Background: an optimization exercise with open tools, aiming at a short achievable clock period and few clock cycles per item. Do not read the settings as production practice. RTL that was checked went through simulation tests only; none was proved equivalent to the original. No functional check of the RTL was part of run 1.

==> design/flow/design.v <==
`default_nettype none
package exec_pkg;
    typedef logic [32-1:0]      word_t;     
    typedef logic [2*32-1:0]    dword_t;    
    typedef logic [4-1:0] rob_tag_t;  
    typedef logic [2-1:0]      fu_sel_t;   
    typedef logic [3-1:0]      op_t;       
    localparam fu_sel_t FU_ALU = 2'd1;
    localparam fu_sel_t FU_MUL = 2'd2;
    localparam fu_sel_t FU_DIV = 2'd3;
    localparam op_t OP_ADD  = 3'd0;  
    localparam op_t OP_SUB  = 3'd1;
    localparam op_t OP_BEQ  = 3'd2;
    localparam op_t OP_BNE  = 3'd3;
    localparam op_t OP_BLT  = 3'd4;
    localparam op_t OP_BGE  = 3'd5;
    localparam op_t OP_MULH = 3'd1;  
    localparam op_t OP_REM  = 3'd1;  
    typedef enum logic [1:0] {IDLE, BUSY, DONE} seq_state_e;  
    typedef struct packed {rob_tag_t tag; fu_sel_t fu; op_t op; word_t vj; word_t vk;} issue_s;
    typedef struct packed {rob_tag_t tag; op_t op; word_t vj; word_t vk;} fu_req_s;
    typedef struct packed {rob_tag_t tag; word_t value; logic taken;} fu_res_s;
    typedef struct packed {
        logic     valid;
        rob_tag_t tag;
        word_t    value;
        logic     taken;  
    } cdb_s;
endpackage
`default_nettype wire
`default_nettype none
module fu_dispatch (
    input  logic        clk_i,
    input  logic        reset_i,
    input  logic        issue_valid_i,
    input  logic [1:0]  issue_fu_i,
    input  logic [3:0]  issue_tag_i,
    output logic        issue_ready_o,
    input  logic        div_triv_i,   
    input  logic        unit_done_i,  
    input  logic        res_done_i,   
    output logic        alu_acc_o,
    output logic        mul_acc_o,
    output logic        div_acc_o,
    output logic        div_start_o,  
    output logic        v_q_o,        
    output logic        sel_res_q_o,  
    output logic [3:0]  tag_q_o
);
    logic busy_q, dv_q, accept;
    assign div_start_o   = dv_q & ~div_triv_i;
    assign issue_ready_o = ~busy_q & ~div_start_o;
    assign accept        = issue_valid_i & issue_ready_o;
    assign alu_acc_o     = accept & ~issue_fu_i[1];
    assign mul_acc_o     = accept & (issue_fu_i == 2'd2);
    assign div_acc_o     = accept & (issue_fu_i == 2'd3);
    always_ff @(posedge clk_i or posedge reset_i) begin
        if (reset_i) begin
            busy_q <= 1'b0;
            dv_q   <= 1'b0;
        end else begin
            busy_q <= mul_acc_o | div_start_o | (busy_q & ~unit_done_i);
            dv_q   <= div_acc_o;
        end
    end
    always_ff @(posedge clk_i) begin
        v_q_o       <= alu_acc_o | unit_done_i;
        sel_res_q_o <= div_acc_o | res_done_i;
    end
    always_ff @(posedge clk_i) begin
        if (issue_ready_o) tag_q_o <= issue_tag_i;  
    end
endmodule
`default_nettype wire
`default_nettype none
module ks_adder #(
    parameter int W = 32
) (
    input  logic [W-1:0] a_i,
    input  logic [W-1:0] b_i,
    input  logic         cin_i,
    output logic [W-1:0] sum_o,
    output logic         cout_o
);
    localparam int LV = (W < 2) ? 1 : (W < 4) ? 2 : (W < 8) ? 3 : (W < 16) ? 4 :
                        (W < 32) ? 5 : (W < 64) ? 6 : 7;  
    logic [LV:0][W:0] g, p;
    always_comb begin
        g[0][0] = cin_i;
        p[0][0] = 1'b0;
        for (int i = 0; i < W; i++) begin
            g[0][i+1] = a_i[i] & b_i[i];
            p[0][i+1] = a_i[i] ^ b_i[i];
        end
        for (int l = 0; l < LV; l++) begin
            for (int i = 0; i <= W; i++) begin
                if (i >= (1 << l)) begin
                    g[l+1][i] = g[l][i] | (p[l][i] & g[l][i - (1 << l)]);
                    p[l+1][i] = p[l][i] & p[l][i - (1 << l)];
                end else begin
                    g[l+1][i] = g[l][i];
                    p[l+1][i] = p[l][i];
                end
            end
        end
        for (int i = 0; i < W; i++) sum_o[i] = p[0][i+1] ^ g[LV][i];
        cout_o = g[LV][W];
    end
endmodule
module ks_adder2 #(
    parameter int W = 32
) (
    input  logic [W-1:0] a_i,
    input  logic [W-1:0] b_i,
    output logic [W-1:0] sum0_o,  
    output logic [W-1:0] sum1_o,  
    output logic         cout0_o,
    output logic         cout1_o
);
    localparam int LV = (W < 2) ? 1 : (W < 4) ? 2 : (W < 8) ? 3 : (W < 16) ? 4 :
                        (W < 32) ? 5 : (W < 64) ? 6 : 7;  
    logic [LV:0][W-1:0] g, p;
    logic [W-1:0]       x;
    always_comb begin
        for (int i = 0; i < W; i++) begin
            g[0][i] = a_i[i] & b_i[i];
            p[0][i] = a_i[i] ^ b_i[i];
        end
        x = p[0];
        for (int l = 0; l < LV; l++) begin
            for (int i = 0; i < W; i++) begin
                if (i >= (1 << l)) begin
                    g[l+1][i] = g[l][i] | (p[l][i] & g[l][i - (1 << l)]);
                    p[l+1][i] = p[l][i] & p[l][i - (1 << l)];
                end else begin
                    g[l+1][i] = g[l][i];
                    p[l+1][i] = p[l][i];
                end
            end
        end
        sum0_o[0] = x[0];
        sum1_o[0] = ~x[0];
        for (int i = 1; i < W; i++) begin
            sum0_o[i] = x[i] ^ g[LV][i-1];
            sum1_o[i] = x[i] ^ (g[LV][i-1] | p[LV][i-1]);
        end
        cout0_o = g[LV][W-1];
        cout1_o = g[LV][W-1] | p[LV][W-1];
    end
endmodule
module alu_unit (
    input  logic        clk_i,
    input  logic        alu_acc_i,   
    input  logic        div_acc_i,   
    input  logic [2:0]  op_i,
    input  logic [31:0] a_i,
    input  logic [31:0] b_i,
    input  logic        mul_i,       
    input  logic [15:0] mul_lo_i,
    input  logic [15:0] mul_hi0_i,
    input  logic [15:0] mul_hi1_i,
    input  logic        mul_c_i,
    output logic [15:0] lo_q_o,      
    output logic [15:0] hi0_q_o,     
    output logic [15:0] hi1_q_o,     
    output logic        sel_lo_q_o,  
    output logic        sel0_q_o,    
    output logic        sel1_q_o,    
    output logic        taken_o,     
    output logic        triv_o       
);
    logic [16:0] s_lo, d_lo, s_h0, s_h1, d_h0, d_h1;
    ks_adder #(.W(16)) add_lo (.a_i(a_i[15:0]),  .b_i(b_i[15:0]),   .cin_i(1'b0), .sum_o(s_lo[15:0]), .cout_o(s_lo[16]));
    ks_adder #(.W(16)) sub_lo (.a_i(a_i[15:0]),  .b_i(~b_i[15:0]),  .cin_i(1'b1), .sum_o(d_lo[15:0]), .cout_o(d_lo[16]));
    ks_adder2 #(.W(16)) add_h (.a_i(a_i[31:16]), .b_i(b_i[31:16]), .sum0_o(s_h0[15:0]), .sum1_o(s_h1[15:0]),
                               .cout0_o(s_h0[16]), .cout1_o(s_h1[16]));
    ks_adder2 #(.W(16)) sub_h (.a_i(a_i[31:16]), .b_i(~b_i[31:16]), .sum0_o(d_h0[15:0]), .sum1_o(d_h1[15:0]),
                               .cout0_o(d_h0[16]), .cout1_o(d_h1[16]));
    logic eq, zs, bzero, sa, sb;
    logic lt0, lt1;    
    logic arith, is_sub;
    assign eq     = (a_i == b_i);
    assign zs     = &((a_i ^ b_i) ~^ {a_i[30:0] | b_i[30:0], 1'b0});  
    assign bzero  = (b_i == '0);
    assign sa     = a_i[31];
    assign sb     = b_i[31];
    assign lt0    = sa ^ ~sb ^ d_h0[16];
    assign lt1    = sa ^ ~sb ^ d_h1[16];
    assign arith  = (op_i[2:1] == 2'b00);
    assign is_sub = op_i[0];
    function automatic logic take(input logic [2:0] op, input logic e, input logic l);
        case (op)
            3'd2:    take = e;
            3'd3:    take = ~e;
            3'd4:    take = l;
            3'd5:    take = ~l;
            default: take = 1'b0;
        endcase
    endfunction
    function automatic logic maglt(input logic s_a, input logic s_b, input logic l,
                                   input logic e, input logic s31, input logic z);
        case ({s_a, s_b})
            2'b00:   maglt = l;
            2'b11:   maglt = ~l & ~e;
            2'b01:   maglt = s31;
            default: maglt = ~s31 & ~z;
        endcase
    endfunction
    logic       c_lo;
    logic [3:0] tv_d;  
    assign c_lo = is_sub ? d_lo[16] : s_lo[16];
    always_comb begin
        for (int k = 0; k < 4; k++) begin
            tv_d[k] = div_acc_i & (bzero | maglt(sa, sb, k[1] ? lt1 : lt0, eq,
                                                 k[0] ? s_h1[15] : s_h0[15], zs));
        end
    end
    logic       cd_q, cs_q, t0_q, t1_q;
    logic [3:0] tv_q;  
    always_ff @(posedge clk_i) begin
        lo_q_o     <= mul_i ? mul_lo_i  : (is_sub ? d_lo[15:0] : s_lo[15:0]);
        hi0_q_o    <= mul_i ? mul_hi0_i : (is_sub ? d_h0[15:0] : s_h0[15:0]);
        hi1_q_o    <= mul_i ? mul_hi1_i : (is_sub ? d_h1[15:0] : s_h1[15:0]);
        sel_lo_q_o <= alu_acc_i & arith | mul_i;
        sel0_q_o   <= alu_acc_i & arith & ~c_lo | mul_i & ~mul_c_i;
        sel1_q_o   <= alu_acc_i & arith & c_lo | mul_i & mul_c_i;
        t0_q       <= alu_acc_i & take(op_i, eq, lt0);
        t1_q       <= alu_acc_i & take(op_i, eq, lt1);
        for (int k = 0; k < 4; k++) tv_q[k] <= tv_d[k] & (k[1] == d_lo[16]) & (k[0] == s_lo[16]);
        cd_q       <= d_lo[16];
        cs_q       <= s_lo[16];
    end
    assign taken_o = cd_q ? t1_q : t0_q;
    assign triv_o  = |tv_q;
endmodule
`default_nettype wire
`default_nettype none
module booth_mult (
    input  logic        clk_i,
    input  logic [31:0] a_i,     
    input  logic [31:0] b_i,     
    output logic [15:0] lo_o,    
    output logic [15:0] hi0_o,   
    output logic [15:0] hi1_o,   
    output logic        c_o,     
    output logic [63:0] prod_o   
);
    function automatic logic [127:0] c42(input logic [63:0] x1, input logic [63:0] x2,
                                         input logic [63:0] x3, input logic [63:0] x4);
        logic [63:0] t, u, co, ci, s1, s, c;
        t  = x1 ^ x2;
        u  = x3 ^ x4;
        for (int j = 0; j < 64; j++) co[j] = t[j] ? x3[j] : x1[j];
        ci = {co[62:0], 1'b0};
        s1 = t ^ u;
        s  = s1 ^ ci;
        for (int j = 0; j < 64; j++) c[j] = s1[j] ? ci[j] : x4[j];
        c42 = {c[62:0], 1'b0, s};
    endfunction
    function automatic logic [127:0] c32(input logic [63:0] x1, input logic [63:0] x2,
                                         input logic [63:0] x3);
        logic [63:0] t, s, c;
        t = x1 ^ x2;
        s = t ^ x3;
        for (int j = 0; j < 64; j++) c[j] = t[j] ? x3[j] : x1[j];
        c32 = {c[62:0], 1'b0, s};
    endfunction
    logic [32:0]       bx;  
    logic [63:0]       ae, mag, nb;
    logic [15:0]       neg, one, two;
    logic [16:0][63:0] pp;
    logic [8:0][63:0]  la;
    logic [4:0][63:0]  lb;
    assign bx = {b_i, 1'b0};
    assign ae = {{32{a_i[31]}}, a_i};
    always_comb begin
        nb = '0;
        for (int i = 0; i < 16; i++) begin
            neg[i] = bx[2*i+2] & ~(bx[2*i+1] & bx[2*i]);
            one[i] = bx[2*i+1] ^ bx[2*i];
            two[i] = (bx[2*i+2] & ~bx[2*i+1] & ~bx[2*i]) | (~bx[2*i+2] & bx[2*i+1] & bx[2*i]);
            mag    = one[i] ? ae : (two[i] ? (ae << 1) : '0);
            pp[i]  = (neg[i] ? ~mag : mag) << (2 * i);
            nb[2*i] = neg[i];
        end
        pp[16] = nb;  
        for (int g = 0; g < 4; g++)
            {la[2*g+1], la[2*g]} = c42(pp[4*g], pp[4*g+1], pp[4*g+2], pp[4*g+3]);
        la[8] = pp[16];
        for (int g = 0; g < 2; g++)
            {lb[2*g+1], lb[2*g]} = c42(la[4*g], la[4*g+1], la[4*g+2], la[4*g+3]);
        lb[4] = la[8];
    end
    logic [4:0][63:0] r1_q;
    always_ff @(posedge clk_i) r1_q <= lb;
    logic [2:0][63:0] lc;
    logic [1:0][63:0] l6;
    always_comb begin
        {lc[1], lc[0]} = c32(r1_q[0], r1_q[1], r1_q[2]);
        lc[2] = r1_q[3];
        {l6[1], l6[0]} = c42(lc[0], lc[1], lc[2], r1_q[4]);
    end
    logic [16:0] s_lo, s_h0, s_h1;
    ks_adder #(.W(16)) add_lo (.a_i(l6[0][15:0]),  .b_i(l6[1][15:0]),  .cin_i(1'b0), .sum_o(s_lo[15:0]), .cout_o(s_lo[16]));
    ks_adder2 #(.W(16)) add_h (.a_i(l6[0][31:16]), .b_i(l6[1][31:16]), .sum0_o(s_h0[15:0]), .sum1_o(s_h1[15:0]),
                               .cout0_o(s_h0[16]), .cout1_o(s_h1[16]));
    assign lo_o  = s_lo[15:0];
    assign hi0_o = s_h0[15:0];
    assign hi1_o = s_h1[15:0];
    assign c_o   = s_lo[16];
    logic [1:0][63:0] r2_q;
    always_ff @(posedge clk_i) r2_q <= l6;
    logic unused_c;
    ks_adder #(.W(64)) cpa (.a_i(r2_q[0]), .b_i(r2_q[1]), .cin_i(1'b0), .sum_o(prod_o), .cout_o(unused_c));
endmodule
`default_nettype wire
`default_nettype none
module lzc32 (
    input  logic [31:0] x_i,
    output logic [4:0]  n_o
);
    logic [15:0]      v1;  
    logic [15:0][0:0] n1;  
    logic [7:0]       v2;
    logic [7:0][1:0]  n2;
    logic [3:0]       v3;
    logic [3:0][2:0]  n3;
    logic [1:0]       v4;
    logic [1:0][3:0]  n4;
    always_comb begin
        for (int i = 0; i < 16; i++) begin
            v1[i] = x_i[2*i+1] | x_i[2*i];
            n1[i] = ~x_i[2*i+1];
        end
        for (int i = 0; i < 8; i++) begin
            v2[i] = v1[2*i+1] | v1[2*i];
            n2[i] = v1[2*i+1] ? {1'b0, n1[2*i+1]} : {1'b1, n1[2*i]};
        end
        for (int i = 0; i < 4; i++) begin
            v3[i] = v2[2*i+1] | v2[2*i];
            n3[i] = v2[2*i+1] ? {1'b0, n2[2*i+1]} : {1'b1, n2[2*i]};
        end
        for (int i = 0; i < 2; i++) begin
            v4[i] = v3[2*i+1] | v3[2*i];
            n4[i] = v3[2*i+1] ? {1'b0, n3[2*i+1]} : {1'b1, n3[2*i]};
        end
        n_o = v4[1] ? {1'b0, n4[1]} : {1'b1, n4[0]};
    end
endmodule
module nrd_div (
    input  logic        clk_i,
    input  logic        reset_i,
    input  logic [2:0]  op_i,      
    input  logic [31:0] a_i,       
    input  logic [31:0] b_i,       
    input  logic        start_i,   
    output logic [31:0] triv_val_o,  
    output logic        fix_o,     
    output logic [31:0] value_o
);
    logic        sa, sb, rem, bzero;
    logic [31:0] ma, mb;
    assign sa    = a_i[31];
    assign sb    = b_i[31];
    assign rem   = (op_i == 3'd1);
    assign bzero = (b_i == '0);
    logic [31:0] na, nb, ac, bc, sma;
    logic [4:0]  lza, lzb;
    logic        unused_c0, unused_c1, forma;
    ks_adder #(.W(32)) neg_a (.a_i(~a_i), .b_i('0), .cin_i(1'b1), .sum_o(na), .cout_o(unused_c0));
    ks_adder #(.W(32)) neg_b (.a_i(~b_i), .b_i('0), .cin_i(1'b1), .sum_o(nb), .cout_o(unused_c1));
    assign ma = sa ? na : a_i;
    assign mb = sb ? nb : b_i;
    assign ac = a_i ^ {32{sa}};
    assign bc = b_i ^ {32{sb}};
    lzc32 lz_a (.x_i(ac), .n_o(lza));
    lzc32 lz_b (.x_i(bc), .n_o(lzb));
    always_comb begin
        sma[31] = ac[31];
        for (int i = 30; i >= 0; i--) sma[i] = sma[i+1] | ac[i];
    end
    assign forma = sa & (ac == sma);
    assign triv_val_o = rem ? a_i : {32{bzero}};  
    logic [31:0] ma_q, mb_q;
    logic [4:0]  lzb_q;
    logic [5:0]  ka_q;  
    logic        negq1_q, negr1_q, rem1_q;
    always_ff @(posedge clk_i) begin
        ma_q    <= ma;
        mb_q    <= mb;
        ka_q    <= ~{1'b0, lza} + 6'd2 + {5'd0, forma};
        lzb_q   <= lzb;
        negq1_q <= sa ^ sb;
        negr1_q <= sa;
        rem1_q  <= rem;
    end
    logic [5:0]  nbits;   
    logic [4:0]  nsteps;  
    logic [63:0] al;      
    always_comb begin
        al = {ma_q, 32'd0};
        if (nbits[0]) al = al >> 2;  
        if (nbits[1]) al = al >> 2;
        if (nbits[2]) al = al >> 4;
        if (nbits[3]) al = al >> 8;
        if (nbits[4]) al = al >> 16;
        if (nbits[5]) al = al >> 32;
    end
    assign nbits  = {1'b0, lzb_q} + ka_q;
    always_comb begin
        nsteps = 5'((nbits + 6'd1) >> 1);
        if (nbits > 6'd32) nsteps = 5'd16;  
    end
    logic [33:0] mb3;
    logic        uc3;
    ks_adder #(.W(34)) mul3 (.a_i({2'b00, mb_q}), .b_i({1'b0, mb_q, 1'b0}), .cin_i(1'b0), .sum_o(mb3), .cout_o(uc3));
    logic        run_q, fix_q, last;
    logic [4:0]  cnt_q;
    logic [31:0] z_q, q_q, qm_q, r_q, rm_q;  
    logic [33:0] d1_q, d2_q, d3_q;
    logic        negq_q, negr_q, rem_q;
    always_ff @(posedge clk_i or posedge reset_i) begin
        if (reset_i) begin
            run_q <= 1'b0;
            fix_q <= 1'b0;
        end else begin
            run_q <= start_i | (run_q & ~last);
            fix_q <= last;
        end
    end
    assign last = run_q & (cnt_q == 5'd1);
    logic [33:0] r4;
    logic [34:0] t1, t2, t3;  
    logic [34:0] u0, u1, u2, u3;  
    logic [1:0]  dig;
    logic [31:0] rn, rmn;
    logic [6:0]  uc;
    assign r4 = {r_q, z_q[31:30]};
    ks_adder2 #(.W(35)) sub1 (.a_i({1'b0, r4}), .b_i(~{1'b0, d1_q}), .sum0_o(u1), .sum1_o(t1),
                              .cout0_o(uc[0]), .cout1_o(uc[1]));
    ks_adder2 #(.W(35)) sub2 (.a_i({1'b0, r4}), .b_i(~{1'b0, d2_q}), .sum0_o(u2), .sum1_o(t2),
                              .cout0_o(uc[2]), .cout1_o(uc[3]));
    ks_adder2 #(.W(35)) sub3 (.a_i({1'b0, r4}), .b_i(~{1'b0, d3_q}), .sum0_o(u3), .sum1_o(t3),
                              .cout0_o(uc[4]), .cout1_o(uc[5]));
    ks_adder  #(.W(35)) dec0 (.a_i({1'b0, r4}), .b_i('1), .cin_i(1'b0), .sum_o(u0), .cout_o(uc[6]));
    logic c1, c2, c3;  
    logic [1:0] digm;  
    assign c1   = ~t1[34];
    assign c2   = ~t2[34];
    assign c3   = ~t3[34];
    assign digm = {c3, c2 & ~c3};
    always_comb begin
        if (!t3[34]) begin
            dig = 2'd3; rn = t3[31:0]; rmn = u3[31:0];
        end else if (!t2[34]) begin
            dig = 2'd2; rn = t2[31:0]; rmn = u2[31:0];
        end else if (!t1[34]) begin
            dig = 2'd1; rn = t1[31:0]; rmn = u1[31:0];
        end else begin
            dig = 2'd0; rn = r4[31:0]; rmn = u0[31:0];
        end
    end
    always_ff @(posedge clk_i) begin
        if (!run_q) begin
            cnt_q  <= nsteps;
            z_q    <= al[31:0];   
            r_q    <= al[63:32];  
            q_q    <= '0;
            qm_q   <= '1;
            rm_q   <= '1;
            d1_q   <= {2'b00, mb_q};
            d2_q   <= {1'b0, mb_q, 1'b0};
            d3_q   <= mb3;
            negq_q <= negq1_q;
            negr_q <= negr1_q;
            rem_q  <= rem1_q;
        end else begin
            cnt_q <= cnt_q - 5'd1;
            z_q   <= {z_q[29:0], 2'b00};
            r_q   <= rn;
            q_q   <= {q_q[29:0], dig};
            qm_q  <= c1 ? {q_q[29:0], digm} : {qm_q[29:0], 2'b11};
            rm_q  <= rmn;
        end
    end
    assign fix_o   = fix_q;
    assign value_o = rem_q ? (negr_q ? ~rm_q : r_q) : (negq_q ? ~qm_q : q_q);  
endmodule
`default_nettype wire
`default_nettype none
module cdb_arbiter (
    input  logic [15:0] lo_i,
    input  logic [15:0] hi0_i,
    input  logic [15:0] hi1_i,
    input  logic        sel_lo_i,
    input  logic        sel0_i,
    input  logic        sel1_i,
    input  logic [31:0] res_i,
    input  logic        sel_res_i,
    output logic [31:0] value_o
);
    assign value_o[15:0]  = ({16{sel_lo_i}} & lo_i) | ({16{sel_res_i}} & res_i[15:0]);
    assign value_o[31:16] = ({16{sel0_i}} & hi0_i) | ({16{sel1_i}} & hi1_i)
                          | ({16{sel_res_i}} & res_i[31:16]);
endmodule
`default_nettype wire
`default_nettype none
module exec_core (
    input  logic             clk_i,
    input  logic             reset_i,
    input  logic             issue_valid_i,
    input  exec_pkg::issue_s issue_i,
    output logic             issue_ready_o,
    output exec_pkg::cdb_s   cdb_o
);
    logic alu_acc, mul_acc, div_acc, div_start, div_triv, unit_done;
    logic v_q, sel_res_q;
    fu_dispatch dispatch_inst (
        .clk_i(clk_i), .reset_i(reset_i),
        .issue_valid_i(issue_valid_i), .issue_fu_i(issue_i.fu), .issue_tag_i(issue_i.tag),
        .issue_ready_o(issue_ready_o), .div_triv_i(div_triv), .unit_done_i(unit_done), .res_done_i(m2_q | div_fix),
        .alu_acc_o(alu_acc), .mul_acc_o(mul_acc), .div_acc_o(div_acc), .div_start_o(div_start),
        .v_q_o(v_q), .sel_res_q_o(sel_res_q), .tag_q_o(cdb_o.tag)
    );
    logic [15:0] alu_lo, alu_hi0, alu_hi1;
    logic [15:0] mul_lo, mul_hi0, mul_hi1;
    logic        mul_c, mlo_done;
    logic        sel_lo, sel0, sel1;
    alu_unit alu_inst (
        .clk_i(clk_i), .alu_acc_i(alu_acc), .div_acc_i(div_acc),
        .op_i(issue_i.op), .a_i(issue_i.vj), .b_i(issue_i.vk),
        .mul_i(mlo_done), .mul_lo_i(mul_lo), .mul_hi0_i(mul_hi0), .mul_hi1_i(mul_hi1), .mul_c_i(mul_c),
        .lo_q_o(alu_lo), .hi0_q_o(alu_hi0), .hi1_q_o(alu_hi1),
        .sel_lo_q_o(sel_lo), .sel0_q_o(sel0), .sel1_q_o(sel1),
        .taken_o(cdb_o.taken), .triv_o(div_triv)
    );
    logic [63:0] prod;
    logic        m1_q, m2_q;  
    logic        mhi1_q;
    booth_mult mul_inst (
        .clk_i(clk_i), .a_i(issue_i.vj), .b_i(issue_i.vk),
        .lo_o(mul_lo), .hi0_o(mul_hi0), .hi1_o(mul_hi1), .c_o(mul_c), .prod_o(prod)
    );
    assign mlo_done = m1_q & ~mhi1_q;
    always_ff @(posedge clk_i or posedge reset_i) begin
        if (reset_i) begin
            m1_q <= 1'b0;
            m2_q <= 1'b0;
        end else begin
            m1_q <= mul_acc;
            m2_q <= m1_q & mhi1_q;
        end
    end
    always_ff @(posedge clk_i) begin
        mhi1_q <= (issue_i.op == 3'd1);  
    end
    logic        div_fix;
    logic [31:0] div_triv_val, div_value;
    nrd_div div_inst (
        .clk_i(clk_i), .reset_i(reset_i), .op_i(issue_i.op), .a_i(issue_i.vj), .b_i(issue_i.vk),
        .start_i(div_start), .triv_val_o(div_triv_val), .fix_o(div_fix), .value_o(div_value)
    );
    logic [31:0] res_q;
    assign unit_done = mlo_done | m2_q | div_fix;
    always_ff @(posedge clk_i) begin
        if (m2_q)         res_q <= prod[63:32];
        else if (div_fix) res_q <= div_value;
        else              res_q <= div_triv_val;
    end
    cdb_arbiter arb_inst (
        .lo_i(alu_lo), .hi0_i(alu_hi0), .hi1_i(alu_hi1),
        .sel_lo_i(sel_lo), .sel0_i(sel0), .sel1_i(sel1),
        .res_i(res_q), .sel_res_i(sel_res_q), .value_o(cdb_o.value)
    );
    assign cdb_o.valid = v_q | div_triv;
endmodule
`default_nettype wire
`default_nettype none
module exec_top (
    input  logic        clk_i,
    input  logic        reset_i,
    input  logic        issue_valid_i,
    input  logic [3:0]  issue_tag_i,
    input  logic [1:0]  issue_fu_i,
    input  logic [2:0]  issue_op_i,
    input  logic [31:0] issue_vj_i,
    input  logic [31:0] issue_vk_i,
    output logic        issue_ready_o,
    output logic        cdb_valid_o,
    output logic [3:0]  cdb_tag_o,
    output logic [31:0] cdb_value_o,
    output logic        cdb_taken_o
);
    exec_pkg::issue_s issue;
    exec_pkg::cdb_s   cdb;
    assign issue.tag = issue_tag_i;
    assign issue.fu  = issue_fu_i;
    assign issue.op  = issue_op_i;
    assign issue.vj  = issue_vj_i;
    assign issue.vk  = issue_vk_i;
    exec_core core_inst (
        .clk_i(clk_i), .reset_i(reset_i),
        .issue_valid_i(issue_valid_i), .issue_i(issue), .issue_ready_o(issue_ready_o),
        .cdb_o(cdb)
    );
    assign cdb_valid_o = cdb.valid;
    assign cdb_tag_o   = cdb.tag;
    assign cdb_value_o = cdb.value;
    assign cdb_taken_o = cdb.taken;
endmodule
`default_nettype wire
==> design/flow/run.sh <==
#!/bin/bash
# synth_recipe.tcl (not shown) runs the flow's synth.tcl, then flattens the netlist and writes it again
# the make line also repeats each setting of config.mk as NAME=value (left out here)
make -C /OpenROAD-flow-scripts/flow DESIGN_CONFIG=/design/flow/config.mk WORK_HOME=/design/flow/orfs CLKGATE_MAP_FILE= SYNTH_SCRIPT=/design/flow/synth_recipe.tcl finish
==> design/flow/config.mk <==
export PLATFORM = sky130hd
export DESIGN_NAME = exec_top
export DESIGN_NICKNAME = exec_top
export VERILOG_FILES = /design/flow/design.v
export SDC_FILE = /design/flow/constraint.sdc
export NUM_CORES = 4
export LEC_CHECK = 0
export ABC_CLOCK_PERIOD_IN_PS = 2000
export CAP_MARGIN = 20
export CORE_MARGIN = 2
export CORE_UTILIZATION = 40
export SETUP_SLACK_MARGIN = 3.2
export SLEW_MARGIN = 20
==> design/flow/constraint.sdc <==
create_clock -name core_clock -period 5.5 [get_ports {clk_i}]
set_input_delay 1.1000 -clock core_clock [delete_from_list [all_inputs] [get_ports {clk_i}]]
set_output_delay 1.1000 -clock core_clock [all_outputs]
set_load 0.01 [all_outputs]
==> impl_results.md, run 1 <==
* Synth Area per Inst at 7.79 sq um
* Hold bufs inserted after CTS at 0
* Max-cap viol count at 0
* RSZ-0062 raised after global routing: true
* GR Overflow Total at 0
* CP Buf/Inv Count at 1
* Startpoint types: flop
* Worst path top cell family by delay: compound AO/OA/AOI/OAI gates
* GRT Overall Usage at 0.394
* Reg2reg start: core_inst.mul_inst.r1_q[80]$_DFF_P_
* Crit share post-route at 0.687
* HPWL after DPL at 263,000 um
* CTS Buf Count at 90
* Final Skew at 0.0709 ns
* Post-synth EDFFs at 72
* Initial antenna violation count at 41
* Die ar. at 194,000 sq um
* Crit path max fanout at 4
* Crit-path cells: xnor2_4, xnor2_4, ha_4, a21o_1, o21ai_2, inv_2, ha_4, a21o_1, a21oi_4, o21ai_2, a21oi_2, o21ai_2, a211o_1, a2111oi_4, o31ai_2, xnor2_2, a21oi_1
* Ports at approximately 120
* Final hold viol count at 0
* Setup crit end kind: flop
* CP dominant cell by count: o21ai_2
* Vias in the first global route at 80,800
* Post-Synthesis Cell Area at 76,100 sq um
* Share of cells above drive strength 1 at 0.424
* Slowest Stage Delay on Critical Path at 0.48 ns
* H-tree levels at 3
* HP Class: flop to flop
* Final #Nets at 11,500
* Top post-synthesis cells by area: dfxtp_1 17%, xnor2_1 16%, ha_1 7.1%
* Dpl ws at 0.0435 ns
* Async SR Flop Fraction at 0.00820
* Final ANT Viol Nets at 0
* Via density at about 6.3
* Final wirelength at a little over 400,000 um
* Synth top area share at 0.172
* Area growth syn-to-layout at 53.3%
* Initial Utilization at 0.401
* Final design utilization at 0.615
* Yosys Warn Count at 13
* Initial DRC count at between 10,000 and 15,000
* Routability cong. at 1.02
* Status: timing/DRC/antenna clean
* Worst r2r path cells at 17
* Deepest clock path buffer count at 3
* Die X-Extent at 440 um
* Vias at between 80,000 and 90,000
* Reg clk slew, reported paths at 0.07 ns
* Core ar. at around 190,000 sq um
* R2r endpoint: core_inst.alu_inst.hi0_q_o[15]$_DFF_P_
* Clock Tree Root: clkbuf_16
* Syn nets at 10,300
* Gate Count Post-Synth at between 9,000 and 10,000
* Worst Setup Slack, final at 1.72 ns
* Fin area at between 100,000 and 150,000 sq um
* Worst hold start: core_inst.mul_inst.r1_q[1]$_DFF_P_
* Fmax achieved at 265 MHz
* FF+latch count, synth at 732
* Tmin final at between 3 and 4 ns
* Yosys cell types at 107
* Worst Path Required at between 6 and 7 ns
* Placed cell area at 85,000 sq um
* Die Y at 440 um
* Site Rows at 160
* Post-synthesis sequential area ratio at 0.202
* Max-slew violations at 0
* Class of the most critical setup path: flop to flop
* Arrival time worst endpoint at 4.41 ns
* Total negative slack at 0 ns
* Largest net degree at the start of global routing at 75
* Dominant cell type by area after synthesis: dfxtp_1
* CTS sink cnt at 732
* TritonRoute pass-1 iters at 11
* Residual DRC at 0
* Layout fillers at approximately 15,000
* DR WL/cell at ~30 um
* Most common flop cell mapped by yosys: dfxtp_1
* Clk Latency, worst-skew pair at 0.78 ns
* # port buffers at 114
* Slew @ Worst Pin at ~1.1 ns
* R2R setup slack at 1.72 ns
* Final setup viols at 0
* CP max stage cell: a2111oi_4
* Max-slew headroom at 0.283
* First-pass GRT wire length at 560,000 um
* Worst Hold Depth at 0
* Worst Hold End: core_inst.mul_inst.r2_q[1]$_DFF_P_
* TritonCTS clock tree: built
through the flow:
step | std cells | hold slack (ns)
after global routing | 13600 | 0.357
after detailed placement | 12000 | 0.350
final | 13600 | 0.358
after CTS | 13200 | 0.355
after global placement | 12000 | 0.352
after floorplan | 9767 | 0.334
kinds of logic after synthesis:
| family | Yosys count | synth area share |
|---|---|---|
| multiplexers | 237 | 0.0328 |
| adder cells (fa/ha/maj) | 799 | 0.121 |
| flip-flops | 732 | 0.202 |
| AO/OA/AOI/OAI | 2460 | 0.208 |
| XOR/XNOR | 1848 | 0.224 |
| buffers and inverters | 1091 | 0.0573 |
| AND/OR/NAND/NOR | 2600 | 0.155 |
cell usage after synthesis, types with 20 or more instances:
library cell  number
dfxtp_1          654
clkinv_1          20
nand4_1           64
ha_1             433
buf_1            106
maj3_1           330
maj3_2            27
nand3_1          177
and2_1            91
nand2_1         1054
o22ai_1           34
o21bai_1          61
and3_1            61
nor4_1            41
a21o_1           124
nor2_1           680
xor3_1            20
edfxtp_1          72
nand2b_1          56
a31oi_1           70
o211ai_1          73
o31ai_1          123
or2_2             20
o21a_1            53
a22oi_1          187
a221oi_1          28
or3_1             46
mux2i_1          137
mux2_2           100
xnor2_1         1386
nor2b_1           43
inv_1            353
xnor3_1           30
buf_2            119
a211o_1           24
a311oi_1          23
o21ai_0          603
clkbuf_1         457
xor2_1           395
nor3_1           151
a21oi_1          613
nor3b_1           23
a22o_1            32
a211oi_1         160
layout by cell type (no fill, tap or decap), types with 70 or more instances in the layout:
cell       count
a211oi_2      70
a21o_1       120
a21oi_1      434
a21oi_2      128
a22oi_1      130
and2_1        74
buf_12       222
buf_4       1012
buf_6        356
buf_8         80
clkbuf_16    102
dfxtp_1      598
edfxtp_1      72
ha_1         279
ha_4         112
inv_1        287
maj3_1        98
maj3_2       259
mux2i_1       83
nand2_1      866
nand2_2       95
nand2_4       81
nand3_1      117
nor2_1       546
nor2_2        83
nor3_1        99
o211ai_1      73
o21ai_0      303
o21ai_1      163
o21ai_2      114
xnor2_1      916
xnor2_2      423
xor2_1       304
xor2_2        75
layout make-up:
type,count,area [sq um],area share
multi-input cells,7969,73400,0.629
repair buffers,1802,19400,0.166
flip-flops and latches,732,15500,0.133
well taps,2511,3140,0.0269
clock buffers,115,2490,0.0213
inverters,382,1850,0.0158
clock inverters,53,694,0.00595
diodes,40,100,0.000858
repair inverters,1,16.3,0.000139
how the worst max path moves through the flow:
stage / depth (start not counted) / from / slack [ns] / to
floorplan: 14 / issue_vk_i[1] / 1.55 / core_inst.mul_inst.r1_q[77]$_DFF_P_
global placement: 13 / issue_vk_i[11] / 0.07 / core_inst.mul_inst.r1_q[20]$_DFF_P_
detailed placement: 11 / issue_vk_i[3] / 0.04 / core_inst.mul_inst.r1_q[89]$_DFF_P_
CTS: 17 / core_inst.mul_inst.r1_q[16]$_DFF_P_ / 1.76 / core_inst.alu_inst.hi1_q_o[15]$_DFF_P_
global route: 12 / core_inst.mul_inst.r1_q[87]$_DFF_P_ / 1.66 / core_inst.alu_inst.hi0_q_o[15]$_DFF_P_
finish: 17 / core_inst.mul_inst.r1_q[80]$_DFF_P_ / 1.72 / core_inst.alu_inst.hi0_q_o[15]$_DFF_P_
what timing repair did:
item	in CTS	in global routing
endpoints found under the setup margin	557	529
gates cloned	73	12
buffers inserted	923	342
pin swaps	1154	868
gates resized for setup	2579	1078
registers in the layout, summed over array words and instances, names as in the netlist, 4 cells and up:
register / cells
core_inst.div_inst.q_q: 32
core_inst.dispatch_inst.tag_q_o: 4
core_inst.div_inst.rm_q: 32
core_inst.alu_inst.hi1_q_o: 16
core_inst.alu_inst.hi0_q_o: 16
core_inst.mul_inst.r1_q: 197
core_inst.alu_inst.tv_q: 4
core_inst.div_inst.r_q: 32
core_inst.alu_inst.lo_q_o: 16
core_inst.div_inst.z_q: 32
core_inst.div_inst.qm_q: 32
core_inst.res_q: 32
core_inst.div_inst.cnt_q: 5
core_inst.mul_inst.r2_q: 122
core_inst.div_inst.mb_q: 32
core_inst.div_inst.d3_q: 34
core_inst.div_inst.ma_q: 32
core_inst.div_inst.d2_q: 31
core_inst.div_inst.lzb_q: 5
core_inst.div_inst.ka_q: 6
metal layers:
layer	GRT usage	vias up	share of wire	routed length [um]
met3	0.108	2287	0.10	42100
met1	0.438	41200	0.35	144000
met5	0.000744	-	0.00056	231
li1	-	36700	-	-
met2	0.618	5643	0.44	180000
met4	0.351	20	0.11	47200
==> inputs of run 2 (changes only) <==
--- a/design/flow/design.v
+++ b/design/flow/design.v
@@ -38,13 +38,11 @@
     output logic        issue_ready_o,
     input  logic        div_triv_i,   
     input  logic        unit_done_i,  
-    input  logic        res_done_i,   
     output logic        alu_acc_o,
     output logic        mul_acc_o,
     output logic        div_acc_o,
     output logic        div_start_o,  
     output logic        v_q_o,        
-    output logic        sel_res_q_o,  
     output logic [3:0]  tag_q_o
 );
     logic busy_q, dv_q, accept;
@@ -65,7 +63,6 @@
     end
     always_ff @(posedge clk_i) begin
         v_q_o       <= alu_acc_o | unit_done_i;
-        sel_res_q_o <= div_acc_o | res_done_i;
     end
     always_ff @(posedge clk_i) begin
         if (issue_ready_o) tag_q_o <= issue_tag_i;  
@@ -163,7 +160,6 @@
     output logic [15:0] lo_q_o,      
     output logic [15:0] hi0_q_o,     
     output logic [15:0] hi1_q_o,     
-    output logic        sel_lo_q_o,  
     output logic        sel0_q_o,    
     output logic        sel1_q_o,    
     output logic        taken_o,     
@@ -218,10 +214,9 @@
     logic       cd_q, cs_q, t0_q, t1_q;
     logic [3:0] tv_q;  
     always_ff @(posedge clk_i) begin
-        lo_q_o     <= mul_i ? mul_lo_i  : (is_sub ? d_lo[15:0] : s_lo[15:0]);
+        lo_q_o     <= mul_i ? mul_lo_i : (alu_acc_i & arith) ? (is_sub ? d_lo[15:0] : s_lo[15:0]) : '0;
         hi0_q_o    <= mul_i ? mul_hi0_i : (is_sub ? d_h0[15:0] : s_h0[15:0]);
         hi1_q_o    <= mul_i ? mul_hi1_i : (is_sub ? d_h1[15:0] : s_h1[15:0]);
-        sel_lo_q_o <= alu_acc_i & arith | mul_i;
         sel0_q_o   <= alu_acc_i & arith & ~c_lo | mul_i & ~mul_c_i;
         sel1_q_o   <= alu_acc_i & arith & c_lo | mul_i & mul_c_i;
         t0_q       <= alu_acc_i & take(op_i, eq, lt0);
@@ -355,8 +350,15 @@
     input  logic [31:0] b_i,       
     input  logic        start_i,   
     output logic [31:0] triv_val_o,  
-    output logic        fix_o,     
-    output logic [31:0] value_o
+    output logic        done_o,    
+    output logic [31:0] q_o,       
+    output logic [31:0] qm_o,
+    output logic [31:0] r_o,
+    output logic [31:0] rm_o,
+    output logic        sel_q_o,   
+    output logic        sel_qm_o,  
+    output logic        sel_r_o,
+    output logic        sel_rm_o
 );
     logic        sa, sb, rem, bzero;
     logic [31:0] ma, mb;
@@ -382,109 +384,116 @@
     assign forma = sa & (ac == sma);
     assign triv_val_o = rem ? a_i : {32{bzero}};  
     logic [31:0] ma_q, mb_q;
-    logic [4:0]  lzb_q;
-    logic [5:0]  ka_q;  
+    logic [5:0]  nbits;   
+    logic [3:0]  nsteps;  
+    logic [5:0]  nbits_q;
     logic        negq1_q, negr1_q, rem1_q;
+    logic run_q;
+    always_ff @(posedge clk_i) begin
+        if (!run_q && !start_i) mb_q <= mb;  
+    end
     always_ff @(posedge clk_i) begin
         ma_q    <= ma;
-        mb_q    <= mb;
-        ka_q    <= ~{1'b0, lza} + 6'd2 + {5'd0, forma};
-        lzb_q   <= lzb;
+        nbits_q  <= nbits;
         negq1_q <= sa ^ sb;
         negr1_q <= sa;
         rem1_q  <= rem;
     end
-    logic [5:0]  nbits;   
-    logic [4:0]  nsteps;  
-    logic [63:0] al;      
+    assign nbits = {1'b0, lzb} + ~{1'b0, lza} + 6'd2 + {5'd0, forma};  
     always_comb begin
-        al = {ma_q, 32'd0};
-        if (nbits[0]) al = al >> 2;  
-        if (nbits[1]) al = al >> 2;
-        if (nbits[2]) al = al >> 4;
-        if (nbits[3]) al = al >> 8;
-        if (nbits[4]) al = al >> 16;
-        if (nbits[5]) al = al >> 32;
+        nsteps = 4'd11;  
+        for (int n = 32; n >= 1; n--) if (nbits_q == 6'(n)) nsteps = 4'((n + 2) / 3);
     end
-    assign nbits  = {1'b0, lzb_q} + ka_q;
+    logic [64:0] al;  
     always_comb begin
-        nsteps = 5'((nbits + 6'd1) >> 1);
-        if (nbits > 6'd32) nsteps = 5'd16;  
-    end
-    logic [33:0] mb3;
-    logic        uc3;
-    ks_adder #(.W(34)) mul3 (.a_i({2'b00, mb_q}), .b_i({1'b0, mb_q, 1'b0}), .cin_i(1'b0), .sum_o(mb3), .cout_o(uc3));
-    logic        run_q, fix_q, last;
-    logic [4:0]  cnt_q;
-    logic [31:0] z_q, q_q, qm_q, r_q, rm_q;  
-    logic [33:0] d1_q, d2_q, d3_q;
+        al = {ma_q, 33'd0};
+        if (nsteps[0]) al = al >> 3;
+        if (nsteps[1]) al = al >> 6;
+        if (nsteps[2]) al = al >> 12;
+        if (nsteps[3]) al = al >> 24;
+    end
+    logic [33:0] m1, m2, m3, m4, m5, m6, m7;
+    logic [2:0]  umc;
+    assign m1 = {2'b00, mb_q};
+    assign m2 = {1'b0, mb_q, 1'b0};
+    assign m4 = {mb_q, 2'b00};
+    ks_adder #(.W(34)) mul3 (.a_i(m1), .b_i(m2), .cin_i(1'b0), .sum_o(m3), .cout_o(umc[0]));
+    ks_adder #(.W(34)) mul5 (.a_i(m1), .b_i(m4), .cin_i(1'b0), .sum_o(m5), .cout_o(umc[1]));
+    ks_adder #(.W(34)) mul7 (.a_i({mb_q, 2'b00} << 1), .b_i(~m1), .cin_i(1'b1), .sum_o(m7), .cout_o(umc[2]));
+    assign m6 = {m3[32:0], 1'b0};
+    logic        last;
+    logic [3:0]  cnt_q;
+    logic [32:0] z_q;
+    logic [31:0] q_q, qm_q, r_q;  
+    logic [7:1][33:0] dn_q;  
     logic        negq_q, negr_q, rem_q;
     always_ff @(posedge clk_i or posedge reset_i) begin
         if (reset_i) begin
             run_q <= 1'b0;
-            fix_q <= 1'b0;
         end else begin
             run_q <= start_i | (run_q & ~last);
-            fix_q <= last;
         end
     end
-    assign last = run_q & (cnt_q == 5'd1);
-    logic [33:0] r4;
-    logic [34:0] t1, t2, t3;  
-    logic [34:0] u0, u1, u2, u3;  
-    logic [1:0]  dig;
-    logic [31:0] rn, rmn;
-    logic [6:0]  uc;
-    assign r4 = {r_q, z_q[31:30]};
-    ks_adder2 #(.W(35)) sub1 (.a_i({1'b0, r4}), .b_i(~{1'b0, d1_q}), .sum0_o(u1), .sum1_o(t1),
-                              .cout0_o(uc[0]), .cout1_o(uc[1]));
-    ks_adder2 #(.W(35)) sub2 (.a_i({1'b0, r4}), .b_i(~{1'b0, d2_q}), .sum0_o(u2), .sum1_o(t2),
-                              .cout0_o(uc[2]), .cout1_o(uc[3]));
-    ks_adder2 #(.W(35)) sub3 (.a_i({1'b0, r4}), .b_i(~{1'b0, d3_q}), .sum0_o(u3), .sum1_o(t3),
-                              .cout0_o(uc[4]), .cout1_o(uc[5]));
-    ks_adder  #(.W(35)) dec0 (.a_i({1'b0, r4}), .b_i('1), .cin_i(1'b0), .sum_o(u0), .cout_o(uc[6]));
-    logic c1, c2, c3;  
-    logic [1:0] digm;  
-    assign c1   = ~t1[34];
-    assign c2   = ~t2[34];
-    assign c3   = ~t3[34];
-    assign digm = {c3, c2 & ~c3};
-    always_comb begin
-        if (!t3[34]) begin
-            dig = 2'd3; rn = t3[31:0]; rmn = u3[31:0];
-        end else if (!t2[34]) begin
-            dig = 2'd2; rn = t2[31:0]; rmn = u2[31:0];
-        end else if (!t1[34]) begin
-            dig = 2'd1; rn = t1[31:0]; rmn = u1[31:0];
-        end else begin
-            dig = 2'd0; rn = r4[31:0]; rmn = u0[31:0];
-        end
+    assign last   = run_q & (cnt_q == 4'd1);
+    assign done_o = last;
+    logic [34:0]      r8;
+    logic [7:0][35:0] t;     
+    logic [7:0][35:0] u;     
+    logic [7:0]       c;     
+    logic [7:0]       h;     
+    logic [7:0]       uc;
+    logic [2:0]       dig, digm;  
+    logic [31:0]      rn, rmn;
+    assign r8   = {r_q, z_q[32:30]};
+    assign t[0] = run_q ? {1'b0, r8} : {4'd0, al[64:33]};  
+    for (genvar k = 1; k < 8; k++) begin : g_sub
+        ks_adder2 #(.W(36)) sub (.a_i({1'b0, r8}), .b_i({2'b11, dn_q[k]}), .sum0_o(u[k]), .sum1_o(t[k]),
+                                 .cout0_o(uc[k]), .cout1_o());
     end
+    ks_adder #(.W(36)) dec0 (.a_i({1'b0, r8}), .b_i('1), .cin_i(1'b0), .sum_o(u[0]), .cout_o(uc[0]));
+    always_comb begin
+        c[0] = 1'b1;
+        for (int k = 1; k < 8; k++) c[k] = ~t[k][35] & run_q;  
+        for (int k = 0; k < 7; k++) h[k] = c[k] & ~c[k+1];
+        h[7] = c[7];
+        dig  = {h[4] | h[5] | h[6] | h[7], h[2] | h[3] | h[6] | h[7], h[1] | h[3] | h[5] | h[7]};
+        digm = {h[5] | h[6] | h[7], h[3] | h[4] | h[7], h[2] | h[4] | h[6]};
+        rn  = c[4] ? (c[6] ? (c[7] ? t[7][31:0] : t[6][31:0]) : (c[5] ? t[5][31:0] : t[4][31:0]))
+                   : (c[2] ? (c[3] ? t[3][31:0] : t[2][31:0]) : (c[1] ? t[1][31:0] : t[0][31:0]));
+        rmn = c[4] ? (c[6] ? (c[7] ? u[7][31:0] : u[6][31:0]) : (c[5] ? u[5][31:0] : u[4][31:0]))
+                   : (c[2] ? (c[3] ? u[3][31:0] : u[2][31:0]) : (c[1] ? u[1][31:0] : u[0][31:0]));
+    end
+    logic [31:0] qn, qmn;
+    assign qn  = {q_q[28:0], dig};
+    assign qmn = c[1] ? {q_q[28:0], digm} : {qm_q[28:0], 3'b111};
     always_ff @(posedge clk_i) begin
         if (!run_q) begin
             cnt_q  <= nsteps;
-            z_q    <= al[31:0];   
-            r_q    <= al[63:32];  
-            q_q    <= '0;
-            qm_q   <= '1;
-            rm_q   <= '1;
-            d1_q   <= {2'b00, mb_q};
-            d2_q   <= {1'b0, mb_q, 1'b0};
-            d3_q   <= mb3;
+            z_q    <= al[32:0];   
             negq_q <= negq1_q;
             negr_q <= negr1_q;
             rem_q  <= rem1_q;
         end else begin
-            cnt_q <= cnt_q - 5'd1;
-            z_q   <= {z_q[29:0], 2'b00};
-            r_q   <= rn;
-            q_q   <= {q_q[29:0], dig};
-            qm_q  <= c1 ? {q_q[29:0], digm} : {qm_q[29:0], 2'b11};
-            rm_q  <= rmn;
+            cnt_q <= cnt_q - 4'd1;
+            z_q   <= {z_q[29:0], 3'b000};
         end
     end
-    assign fix_o   = fix_q;
-    assign value_o = rem_q ? (negr_q ? ~rm_q : r_q) : (negq_q ? ~qm_q : q_q);  
+    always_ff @(posedge clk_i) begin
+        r_q  <= rn;
+        q_q  <= qn & {32{run_q}};
+        qm_q <= qmn | {32{~run_q}};
+    end
+    always_ff @(posedge clk_i) dn_q <= ~{m7, m6, m5, m4, m3, m2, m1};
+    always_ff @(posedge clk_i) begin
+        q_o      <= qn;
+        qm_o     <= qmn;
+        r_o      <= rn;
+        rm_o     <= rmn;
+        sel_q_o  <= last & ~rem_q & ~negq_q;
+        sel_qm_o <= last & ~rem_q & negq_q;
+        sel_r_o  <= last & rem_q & ~negr_q;
+        sel_rm_o <= last & rem_q & negr_q;
+    end
 endmodule
 `default_nettype wire
 `default_nettype none
@@ -492,16 +501,24 @@
     input  logic [15:0] lo_i,
     input  logic [15:0] hi0_i,
     input  logic [15:0] hi1_i,
-    input  logic        sel_lo_i,
     input  logic        sel0_i,
     input  logic        sel1_i,
     input  logic [31:0] res_i,
-    input  logic        sel_res_i,
+    input  logic [31:0] q_i,
+    input  logic [31:0] qm_i,
+    input  logic [31:0] r_i,
+    input  logic [31:0] rm_i,
+    input  logic        sel_q_i,
+    input  logic        sel_qm_i,
+    input  logic        sel_r_i,
+    input  logic        sel_rm_i,
     output logic [31:0] value_o
 );
-    assign value_o[15:0]  = ({16{sel_lo_i}} & lo_i) | ({16{sel_res_i}} & res_i[15:0]);
-    assign value_o[31:16] = ({16{sel0_i}} & hi0_i) | ({16{sel1_i}} & hi1_i)
-                          | ({16{sel_res_i}} & res_i[31:16]);
+    logic [31:0] dv;  
+    assign dv = ({32{sel_q_i}} & q_i) | ({32{sel_qm_i}} & ~qm_i)
+              | ({32{sel_r_i}} & r_i) | ({32{sel_rm_i}} & ~rm_i);
+    assign value_o[15:0]  = lo_i | res_i[15:0] | dv[15:0];
+    assign value_o[31:16] = ({16{sel0_i}} & hi0_i) | ({16{sel1_i}} & hi1_i) | res_i[31:16] | dv[31:16];
 endmodule
 `default_nettype wire
 `default_nettype none
@@ -514,24 +531,24 @@
     output exec_pkg::cdb_s   cdb_o
 );
     logic alu_acc, mul_acc, div_acc, div_start, div_triv, unit_done;
-    logic v_q, sel_res_q;
+    logic v_q;
     fu_dispatch dispatch_inst (
         .clk_i(clk_i), .reset_i(reset_i),
         .issue_valid_i(issue_valid_i), .issue_fu_i(issue_i.fu), .issue_tag_i(issue_i.tag),
-        .issue_ready_o(issue_ready_o), .div_triv_i(div_triv), .unit_done_i(unit_done), .res_done_i(m2_q | div_fix),
+        .issue_ready_o(issue_ready_o), .div_triv_i(div_triv), .unit_done_i(unit_done), 
         .alu_acc_o(alu_acc), .mul_acc_o(mul_acc), .div_acc_o(div_acc), .div_start_o(div_start),
-        .v_q_o(v_q), .sel_res_q_o(sel_res_q), .tag_q_o(cdb_o.tag)
+        .v_q_o(v_q), .tag_q_o(cdb_o.tag)
     );
     logic [15:0] alu_lo, alu_hi0, alu_hi1;
     logic [15:0] mul_lo, mul_hi0, mul_hi1;
     logic        mul_c, mlo_done;
-    logic        sel_lo, sel0, sel1;
+    logic        sel0, sel1;
     alu_unit alu_inst (
         .clk_i(clk_i), .alu_acc_i(alu_acc), .div_acc_i(div_acc),
         .op_i(issue_i.op), .a_i(issue_i.vj), .b_i(issue_i.vk),
         .mul_i(mlo_done), .mul_lo_i(mul_lo), .mul_hi0_i(mul_hi0), .mul_hi1_i(mul_hi1), .mul_c_i(mul_c),
         .lo_q_o(alu_lo), .hi0_q_o(alu_hi0), .hi1_q_o(alu_hi1),
-        .sel_lo_q_o(sel_lo), .sel0_q_o(sel0), .sel1_q_o(sel1),
+        .sel0_q_o(sel0), .sel1_q_o(sel1),
         .taken_o(cdb_o.taken), .triv_o(div_triv)
     );
     logic [63:0] prod;
@@ -554,25 +571,29 @@
     always_ff @(posedge clk_i) begin
         mhi1_q <= (issue_i.op == 3'd1);  
     end
-    logic        div_fix;
-    logic [31:0] div_triv_val, div_value;
+    logic        div_done, dsel_q, dsel_qm, dsel_r, dsel_rm;
+    logic [31:0] div_triv_val, dq, dqm, dr, drm;
     nrd_div div_inst (
         .clk_i(clk_i), .reset_i(reset_i), .op_i(issue_i.op), .a_i(issue_i.vj), .b_i(issue_i.vk),
-        .start_i(div_start), .triv_val_o(div_triv_val), .fix_o(div_fix), .value_o(div_value)
+        .start_i(div_start), .triv_val_o(div_triv_val), .done_o(div_done),
+        .q_o(dq), .qm_o(dqm), .r_o(dr), .rm_o(drm),
+        .sel_q_o(dsel_q), .sel_qm_o(dsel_qm), .sel_r_o(dsel_r), .sel_rm_o(dsel_rm)
     );
     logic [31:0] res_q;
-    assign unit_done = mlo_done | m2_q | div_fix;
+    assign unit_done = mlo_done | m2_q | div_done;
     always_ff @(posedge clk_i) begin
         if (m2_q)         res_q <= prod[63:32];
-        else if (div_fix) res_q <= div_value;
-        else              res_q <= div_triv_val;
+        else if (div_acc) res_q <= div_triv_val;
+        else              res_q <= '0;  
     end
     cdb_arbiter arb_inst (
         .lo_i(alu_lo), .hi0_i(alu_hi0), .hi1_i(alu_hi1),
-        .sel_lo_i(sel_lo), .sel0_i(sel0), .sel1_i(sel1),
-        .res_i(res_q), .sel_res_i(sel_res_q), .value_o(cdb_o.value)
+        .sel0_i(sel0), .sel1_i(sel1),
+        .res_i(res_q),
+        .q_i(dq), .qm_i(dqm), .r_i(dr), .rm_i(drm),
+        .sel_q_i(dsel_q), .sel_qm_i(dsel_qm), .sel_r_i(dsel_r), .sel_rm_i(dsel_rm), .value_o(cdb_o.value)
     );
-    assign cdb_o.valid = v_q | div_triv;
+    assign cdb_o.valid = (v_q | div_triv) & ~reset_i;  
 endmodule
 `default_nettype wire
 `default_nettype none
==> run 2 against run 1 <==
Against the previous run:
- first-iteration DRC count grew 7.4%
- final area is 17% higher
- via count rose by 19%
- clock skew decreased by 0.0090 ns
- setup slack worse by 0.020 ns
- area after synthesis up 18%
- non-clock buffer count increased by 259
- count of clock-buffer cells in the layout up 19
- flip-flop and latch count increased by 118
==> impl_results.md, run 2 <==
* Status: timing/DRC/antenna clean
* First-pass GRT wire length at 696,000 um
* Max reg flops at 197
* # port buffers at 114
* Max-cap viol count at 0
* Max-slew headroom at 0.0983
* Most instantiated cells after synthesis: 1,635 x xnor2_1, 1,369 x nand2_1, 832 x a21oi_1
* Worst Setup Slack, final at 1.70 ns
* Dominant cell type by area after synthesis: dfxtp_1
* GRT Overall Usage at 0.415
* Synth top area share at 0.180
* Most frequent cells in the layout: 1,201 x buf_4, 1,083 x nand2_1, 1,049 x xnor2_1, 727 x dfxtp_1, 604 x nor2_1
* Hold bufs inserted after CTS at 0
* Routability cong. at 1.08
* CTS sink cnt at 850
* DR WL/cell at 31.5 um
* Vias at 102,000
* Startpoint types: flop
* Yosys Warn Count at 13
* Most frequent cell after synthesis: xnor2_1
* Dpl ws at 0.204 ns
* Crit share post-route at 0.691
* Post-Synthesis Cell Area at roughly 90,000 sq um
* Met3 routed WL at 48,200 um
* HP Class: flop to flop
* Crit path max fanout at 8
* Die X-Extent at between 400 and 500 um
* Post-Layout Cell Count at 16,200
* Uppermost layer routed: met5
* Class of the most critical setup path: flop to flop
* Most common flop cell mapped by yosys: dfxtp_1
* Arrival time worst endpoint at around 4.5 ns
* Gate Count Post-Synth at approximately 12,000
* Top reg by flops: core_inst.mul_inst.r1_q
* Total negative slack at 0 ns
* Ports at between 100 and 150
* Final Skew at between 0.06 and 0.07 ns
* Synth Area per Inst at 7.66 sq um
* RSZ-0062 raised after global routing: true
* H-tree levels at 3
* Async SR Flop Fraction at 0.00588
* Yosys cell types at 116
* Worst Path Required at 6.23 ns
* Tmin final at approximately 3.8 ns
* Post-synthesis sequential area ratio at 0.194
* Commonest non-fill, non-tap cell in the layout: buf_4
* Post-synth EDFFs at 39
* Via density at 6.29
* Syn nets at 12,400
* FF+latch count, synth at 850
* Final ANT Viol Nets at 0
* TritonCTS clock tree: built
* Final #Nets at 13,800
* Site Rows at 174
* Final hold viol count at 0
* HPWL after DPL at 347,000 um
* Initial Utilization at 0.401
* Fmax achieved at ~260 MHz
* Clock Tree Root: clkbuf_16
* Die ar. at 229,000 sq um
* Metal1 wirelength at 174,000 um
* Deepest clock path buffer count at 3
* Core ar. at 224,000 sq um
* Placed Cells at 14,500
* Final setup viols at 0
* Initial DRC count at 11,000
* Setup crit end kind: flop
* Slew @ Worst Pin at around 1.3 ns
* Initial antenna violation count at 34
* CTS Buf Count at 105
* TritonRoute pass-1 iters at 10
* Die Y at 478 um
* Reg clk slew, reported paths at approximately 0.060 ns
* Met2 Wirelength at 227,000 um
* Max-slew violations at 0
* Biggest regs: core_inst.mul_inst.r1_q (197), core_inst.div_inst.dn_q (129), core_inst.mul_inst.r2_q (122)
* GR Overflow Total at 0
* Top post-synthesis cells by area: dfxtp_1 18%, xnor2_1 16%, ha_1 8.6%
* Share of cells above drive strength 1 at 0.412
* Vias in the first global route at 98,200
* Area growth syn-to-layout at 52.3%
* Residual DRC at 0
* Largest net degree at the start of global routing at 111
* Final wirelength at 512,000 um
* Clk Latency, worst-skew pair at about 0.87 ns
run 2: cell types whose count changed after synthesis, moves of 147 or more:
cell	change
a21oi_1	+219
ha_1	+188
xor2_1	+147
nand2_1	+315
o21ai_0	+150
dfxtp_1	+152
xnor2_1	+249
run 2: area by class of cell:
| type | instances | area (sq um) |
|---|---|---|
| Clock buffer | 134 | 2870 |
| Tap cell | 2992 | 3740 |
| Multi-Input combinational cell | 9694 | 88000 |
| Antenna cell | 27 | 67.6 |
| Inverter | 407 | 1930 |
| Clock inverter | 64 | 906 |
| Timing Repair Buffer | 2061 | 21800 |
| Fill cell | 18000 | 87100 |
| Sequential cell | 850 | 17600 |
run 2: worst paths after layout:
path | slack [ns] | depth (start not counted) | to | from
worst min-delay path | 0.36 | 0 | core_inst.mul_inst.r2_q[1]$_DFF_P_ | core_inst.mul_inst.r1_q[1]$_DFF_P_
worst max register to register | 1.70 | 16 | core_inst.div_inst.rm_o[30]$_DFF_P_ | core_inst.div_inst.z_q[31]$_DFF_P_
worst min register to register | 0.36 | 0 | core_inst.mul_inst.r2_q[1]$_DFF_P_ | core_inst.mul_inst.r1_q[1]$_DFF_P_
min in group asynchronous | 0.60 | 2 | core_inst.m2_q$_DFF_PP0_ | reset_i
worst max-delay path | 1.70 | 16 | core_inst.div_inst.rm_o[30]$_DFF_P_ | core_inst.div_inst.z_q[31]$_DFF_P_
max in group asynchronous | 4.70 | 2 | core_inst.div_inst.run_q$_DFF_PP0_ | reset_i
run 2: metal layers:
metal / GRT usage / up-vias
met3: 0.0928 / 2684
met5: 0 / -
met2: 0.671 / 6712
met1: 0.452 / 48900
met4: 0.385 / 26
li1: - / 43800
run 2: metrics by stage:
stage | util | cell area (sq um) | hold WS, ns
finish | 0.611 | 137000 | 0.357
global route | 0.611 | 137000 | 0.371
CTS | 0.570 | 128000 | 0.354
global placement | 0.446 | 99800 | 0.335
detailed placement | 0.446 | 99900 | 0.342
floorplan | - | 96700 | 0.331
run 2: critical path, cell delays in order (launching register included):
cell	delay, ns
dfxtp_4	0.49
ha_4	0.26
a211oi_4	0.30
o21bai_4	0.14
o2111a_1	0.28
o211ai_1	0.25
a211o_1	0.27
a31o_4	0.25
o211ai_1	0.11
buf_4	0.18
buf_12	0.15
and2_4	0.19
buf_12	0.14
buf_12	0.14
a21oi_2	0.12
o21ai_1	0.09
a211oi_2	0.28
run 2: what timing repair did:
item                       4_1_cts  5_1_grt
gates cloned                    59       13
buffers inserted              1100      347
resized for setup             3136     1161
setup endpoints to repair      622      606
pin swaps                     1331      926
run 2: cell families (layout without fill, tap and decap cells):
family / count (synthesis) / count (layout) / share of synthesized area
and+or+nand+nor: 3187 / 3196 / 0.160
AOI/OAI and AO/OA: 3120 / 3120 / 0.219
xor gates and xnor gates: 2248 / 2248 / 0.227
buffers and inverters: 1195 / 2666 / 0.0538
adders and majority gates: 958 / 958 / 0.126
DFF: 850 / 850 / 0.194
muxes: 172 / 172 / 0.0197
other: 0 / 27 / 0
Testbench counts of run 2, summed over its fixed seeds: cycles 3,566, items 2,400.
==> inputs of run 3 (changes only) <==
--- a/design/flow/config.mk
+++ b/design/flow/config.mk
@@ -9,5 +9,6 @@
 export CAP_MARGIN = 20
 export CORE_MARGIN = 2
 export CORE_UTILIZATION = 40
+export PLACE_DENSITY = 0.75
 export SETUP_SLACK_MARGIN = 3.2
 export SLEW_MARGIN = 20
==> run 3 against run 2 <==
Against the previous run:
- area after synthesis unchanged
- the run now fails in global routing
- synthesized cell count unchanged
==> impl_results.md, run 3 <==
* Status: did not finish
* Exit stage: global routing
* Stop Error: [ERROR GRT-0232] Routing congestion too high. Check the congestion heatmap in the GUI.
* FF+latch count, synth at 850
* Post-synthesis sequential area ratio at 0.194
* GR Overflow Total at 222
* Top post-synthesis cells by area: dfxtp_1 18%, xnor2_1 16%, ha_1 8.6%
* Yosys cell types at 116
* Synth top area share at 0.180
* Yosys Warn Count at 13
* Grt repair worst endpoint: core_inst.alu_inst.hi1_q_o[15]$_DFF_P_/D
* # port buffers at 114
* Largest net degree at the start of global routing at 64
* CTS sink cnt at 850
* Syn nets at between 10,000 and 15,000
* Deepest clock path buffer count at 3
* Most instantiated cells after synthesis: 1,635 x xnor2_1, 1,369 x nand2_1, 832 x a21oi_1
* Gate Count Post-Synth at 11,700
* Initial Utilization at 0.401
* Post-synth EDFFs at 39
* Placed cell area at roughly 100,000 sq um
* Site Rows at between 150 and 200
* Clock Tree Root: clkbuf_16
* Ports at 115
* Die X-Extent at 478 um
* H-tree levels at 3
* CTS Buf Count at 103
* Async SR Flop Fraction at 0.00588
* Most common flop cell mapped by yosys: dfxtp_1
* Worst EP Category: register data pin
* Routability cong. at about 1.1
* GRT Overall Usage at 0.610
* Dominant cell type by area after synthesis: dfxtp_1
* HPWL after DPL at approximately 310,000 um
* Post-Synthesis Cell Area at 89,900 sq um
* Die Y at between 400 and 500 um
* Synth Area per Inst at between 7 and 8 sq um
* Most frequent cell after synthesis: xnor2_1
[run 3: metrics by stage]
| stage | setup slack [ns] | cells |
|---|---|---|
| global placement | 0.0889 | 14400 |
| detailed placement | 0.0343 | 14400 |
| CTS | 1.86 | 15800 |
| floorplan | 1.48 | 11700 |
[run 3: what timing repair did]
action | in CTS
setup buffers | 1087
pin swaps | 1276
gates cloned | 54
endpoints found under the setup margin | 624
gates resized for setup | 3058
hold buffers | 0
[run 3: how the worst min path moves through the flow]
| stage | to | slack [ns] | cells past startpoint |
|---|---|---|---|
| floorplan | core_inst.div_inst.q_o[29]$_DFF_P_ | 0.33 | 0 |
| global placement | core_inst.div_inst.q_o[29]$_DFF_P_ | 0.34 | 0 |
| detailed placement | core_inst.div_inst.q_o[29]$_DFF_P_ | 0.34 | 0 |
| CTS | core_inst.mul_inst.r2_q[1]$_DFF_P_ | 0.36 | 0 |
[run 3: cells by family after synthesis]
group | share of synthesized area
muxes | 0.0197
AOI/OAI and AO/OA | 0.219
DFF | 0.194
and+or+nand+nor | 0.160
adders and majority gates | 0.126
buffers and inverters | 0.0538
xor gates and xnor gates | 0.227
[run 3: layer usage]
layer  global-route usage  GRT overflow
met4                0.559            80
met1                0.607            22
met3                0.514            27
met2                0.731            91
met5                0.385             2

-- static timing again, ports no longer ideal --
The results above use ideal ports. As a check the final layouts listed here were re-extracted and re-timed, cells and wires unchanged.
Step 1 (the two cells are an assumption about what drives the block):
set clk [get_ports {clk_i}]
set_driving_cell -lib_cell sky130_fd_sc_hd__clkbuf_16 $clk
set_driving_cell -lib_cell sky130_fd_sc_hd__buf_2 [delete_from_list [all_inputs] $clk]
Step 2 adds t to the input delays and takes it off the output delays; t is the mean of the earliest and latest rising clock arrival at the registers after step 1. Input paths then give back, and output paths get back, about the clock's delay inside the block.
Three values: ideal, step 1, step 2; two values: the first two.
run | t (ns) | slack for setup (ns) | worst setup path after step 2 | cell pins on the clock port's net
run 1 | 0.844 | 1.720 / 1.680 / 0.836 | input to register | 1
run 2 | 0.925 | 1.700 / 1.700 / 0.818 | input to register | 1
After both steps setup and hold are still met in every run listed. The setup slack of run 1, which loses most, moves by -0.040 ns with the drivers and by -0.884 ns with both steps.
